This design comes from an exercise in tuning for small area, a short achievable clock period and few clock cycles per item on the open sky130 flow, not from production work. Where RTL was checked, it was by simulation tests only, not by an equivalence proof against the original. Power is estimated from default activity; no workload was simulated.

// mosaic_scroll_pixel_remap_core
module mosaic_scroll_pixel_remap_core (
    input  logic                 clk,
    input  logic                 rst_n,
    input  logic                 start,
    output logic                 busy,
    input  logic                 req_type,
    input  logic [8:0]           dest_x,
    input  logic [7:0]           dest_y,
    input  logic [4:0]           tile_size,
    input  logic [9:0]           cur_scroll_x,
    input  logic [9:0]           snap_scroll_x,
    input  logic [9:0]           cur_scroll_y,
    input  logic [9:0]           snap_scroll_y,
    input  logic                 track_scroll,
    input  logic [31:0]          pixel_in,
    output logic                 done,
    output logic                 write_enable,
    output logic [8:0]           source_x,
    output logic [7:0]           source_y,
    output logic [31:0]          pixel_out,
    input  logic                 cfg_we,
    input  logic [2:0]           cfg_index,
    input  logic [9:0]           cfg_data
);
    logic [8:0] wm1_reg;
    logic [7:0] hm1_reg;
    logic [8:0] m_reg;
    logic [3:0] num_reg;
    logic [3:0] dm1_reg;
    logic       ext_reg;
    logic       keep_reg;    
    logic [6:0] bc_reg;      
    logic       keep_n;
    logic       keep_d;
    assign keep_n = (dm1_reg == 4'd15) || (cfg_data[3:0] > dm1_reg);
    assign keep_d = (cfg_data[3:0] == 4'd0) || (num_reg >= cfg_data[3:0]);
    always_ff @(posedge clk or negedge rst_n)
    begin
        if (!rst_n)
        begin
            wm1_reg  <= 9'd255;
  ...
==> flow/config.mk <==
export PLATFORM = sky130hd
export DESIGN_NAME = mosaic_scroll_pixel_remap_core
export DESIGN_NICKNAME = mosaic_scroll_pixel_remap_core
export VERILOG_FILES = /design/flow/design.v
export SDC_FILE = /design/flow/constraint.sdc
export NUM_CORES = 4
export LEC_CHECK = 0
export ABC_AREA = 1
export CAP_MARGIN = 20
export CORE_MARGIN = 2
export CORE_UTILIZATION = 40
export SETUP_SLACK_MARGIN = 2.45
export SLEW_MARGIN = 20
==> flow/constraint.sdc <==
create_clock -name core_clock -period 5.5 [get_ports {clk}]
set_input_delay 1.1000 -clock core_clock [delete_from_list [all_inputs] [get_ports {clk}]]
set_output_delay 1.1000 -clock core_clock [all_outputs]
set_load 0.01 [all_outputs]
standard.sh (not shown) runs the stock make flow with config.mk's settings and CLKGATE_MAP_FILE= SYNTH_SCRIPT=/design/flow/synth_recipe.tcl, a recipe that flattens the netlist after the stock synthesis.
==> flow/flow/run.sh <==
#!/bin/bash
# The standard layout (the standard.sh, unchanged synthesis and steps),
# with two changes to how the layout is made:
#  - buffer_ports buffers every input and output port with
#    sky130_fd_sc_hd__buf_1 instead of the delay cell it picks by default;
#  - clock tree synthesis does not add dummy loads, and clusters up to 16 sinks per leaf buffer.
set -euo pipefail
export BUFFER_PORTS_ARGS="-buffer_cell sky130_fd_sc_hd__buf_1"
export CTS_ARGS="-sink_clustering_enable -repair_clock_nets -dont_use_dummy_load -sink_clustering_size 16 -sink_clustering_max_diameter 60 -buf_list {sky130_fd_sc_hd__clkbuf_8}"
bash standard.sh > standard_flow.log 2>&1
Rerun with:
Settings changed: SETUP_SLACK_MARGIN 2.45 to 2.3.
Outcome:
- flip-flop and latch count stays the same
- sequential power hardly moves
- final area fell by 2.8%
- via count fell by about 1.3%
- die area is unchanged
- total power fell by about 3.5%
No functional check of the RTL was part of any run of this note.

---

Another version of the RTL of mosaic_scroll_pixel_remap_core (not shown whole).
For scale: about 2600 cells after synthesis, about 430 flip-flops, about 170 I/O pins, ~22000 sq um of cells after synthesis.
Settings: LEC_CHECK=0, ABC_AREA=1, CAP_MARGIN=20, CORE_MARGIN=2, CORE_UTILIZATION=60, CTS_BUF_LIST=sky130_fd_sc_hd__clkbuf_4 sky130_fd_sc_hd__clkbuf_8, SETUP_SLACK_MARGIN=2.3, SLEW_MARGIN=20; clock period 5.5 ns.
==> flow/flow/run.sh <==
#!/bin/bash
# The standard layout (the standard.sh, unchanged synthesis and steps),
# except that buffer_ports uses sky130_fd_sc_hd__buf_1 for the port buffers
# instead of the delay cell it picks by default. Every port is still buffered.
set -euo pipefail
export BUFFER_PORTS_ARGS="-buffer_cell sky130_fd_sc_hd__buf_1"
bash standard.sh > standard_flow.log 2>&1
Testbench counts at the start, summed over its fixed seeds: cycles 13,184, items 12,800.
Next try:
==> flow/flow/run.sh (replaced) <==
#!/bin/bash
# The standard layout (the standard.sh, unchanged synthesis and steps),
# with two changes to how the layout is made:
#  - buffer_ports buffers every input and output port with
#    sky130_fd_sc_hd__buf_1 instead of the delay cell it picks by default;
#  - clock tree synthesis does not add dummy loads, and clusters up to 18 sinks per leaf buffer.
set -euo pipefail
export BUFFER_PORTS_ARGS="-buffer_cell sky130_fd_sc_hd__buf_1"
export CTS_ARGS="-sink_clustering_enable -repair_clock_nets -dont_use_dummy_load -sink_clustering_size 18 -sink_clustering_max_diameter 60 -buf_list {sky130_fd_sc_hd__clkbuf_8}"
bash standard.sh > standard_flow.log 2>&1
Settings changed: CORE_UTILIZATION 60 to 40, CTS_BUF_LIST sky130_fd_sc_hd__clkbuf_4 sky130_fd_sc_hd__clkbuf_8 to not set.
Outcome: Via count shrinks by 1.9%; fmax went down by 2.3%; sequential power barely changes; wire length goes up by 4.9%; global-route usage drops by 7.7 points.
Next try:
==> flow/flow/run.sh (replaced) <==
#!/bin/bash
# The standard layout (the standard.sh, unchanged synthesis and steps),
# with two changes to how the layout is made:
#  - buffer_ports buffers every input and output port with
#    sky130_fd_sc_hd__buf_1 instead of the delay cell it picks by default;
#  - clock tree synthesis does not add dummy loads, and clusters up to 30 sinks per leaf buffer.
set -euo pipefail
export BUFFER_PORTS_ARGS="-buffer_cell sky130_fd_sc_hd__buf_1"
export CTS_ARGS="-sink_clustering_enable -repair_clock_nets -dont_use_dummy_load -sink_clustering_size 30 -sink_clustering_max_diameter 80 -buf_list {sky130_fd_sc_hd__clkbuf_16}"
bash standard.sh > standard_flow.log 2>&1
Settings changed: SETUP_SLACK_MARGIN 2.3 to 2.15.
Global-route usage went down by 0.34 points.
Routed wire length went down slightly.
Non-clock buffer count falls by 13.
Final area is lower slightly.
Critical path depth is higher by 1.
Die area does not change.

[port drivers added, routing unchanged]
The results above use ideal ports. As a check the final layouts listed here were re-extracted and re-timed, cells and wires unchanged. Step 1 sets driving cells, clkbuf_16 on the clock port and buf_2 on the other inputs (assumed; they add their load-dependent delay and slew). Step 2 also shifts input and output timing later by t, the mid clock arrival at the registers, as if the neighbouring blocks saw the same clock. a / b / c = ideal / step 1 / step 2; a / b = the first two.
run	t (ns)	setup WS [ns]	worst hold slack (ns)	clock arrival spread, ns	cell pins on the clock port's net
the first run of note 1	0.631	2.434 / 2.437 / 1.807	0.292 / 0.292 / 0.292	0.065 / 0.065	1
the second run of note 1	0.641	2.361 / 2.361 / 1.839	0.286 / 0.286 / 0.286	0.068 / 0.068	1
the first run of note 2	0.624	2.337 / 2.337 / 1.780	0.315 / 0.315 / 0.315	0.032 / 0.032	1
the second run of note 2	0.640	2.262 / 2.262 / 1.737	0.305 / 0.305 / 0.305	0.068 / 0.068	1
the third run of note 2	0.582	2.296 / 2.296 / 1.758	0.301 / 0.301 / 0.301	0.066 / 0.066	1
After both steps setup and hold are still met in every run listed. For the first run of note 1, which loses most, drivers alone change the setup slack by +0.003 ns; drivers and shift together by -0.627 ns.
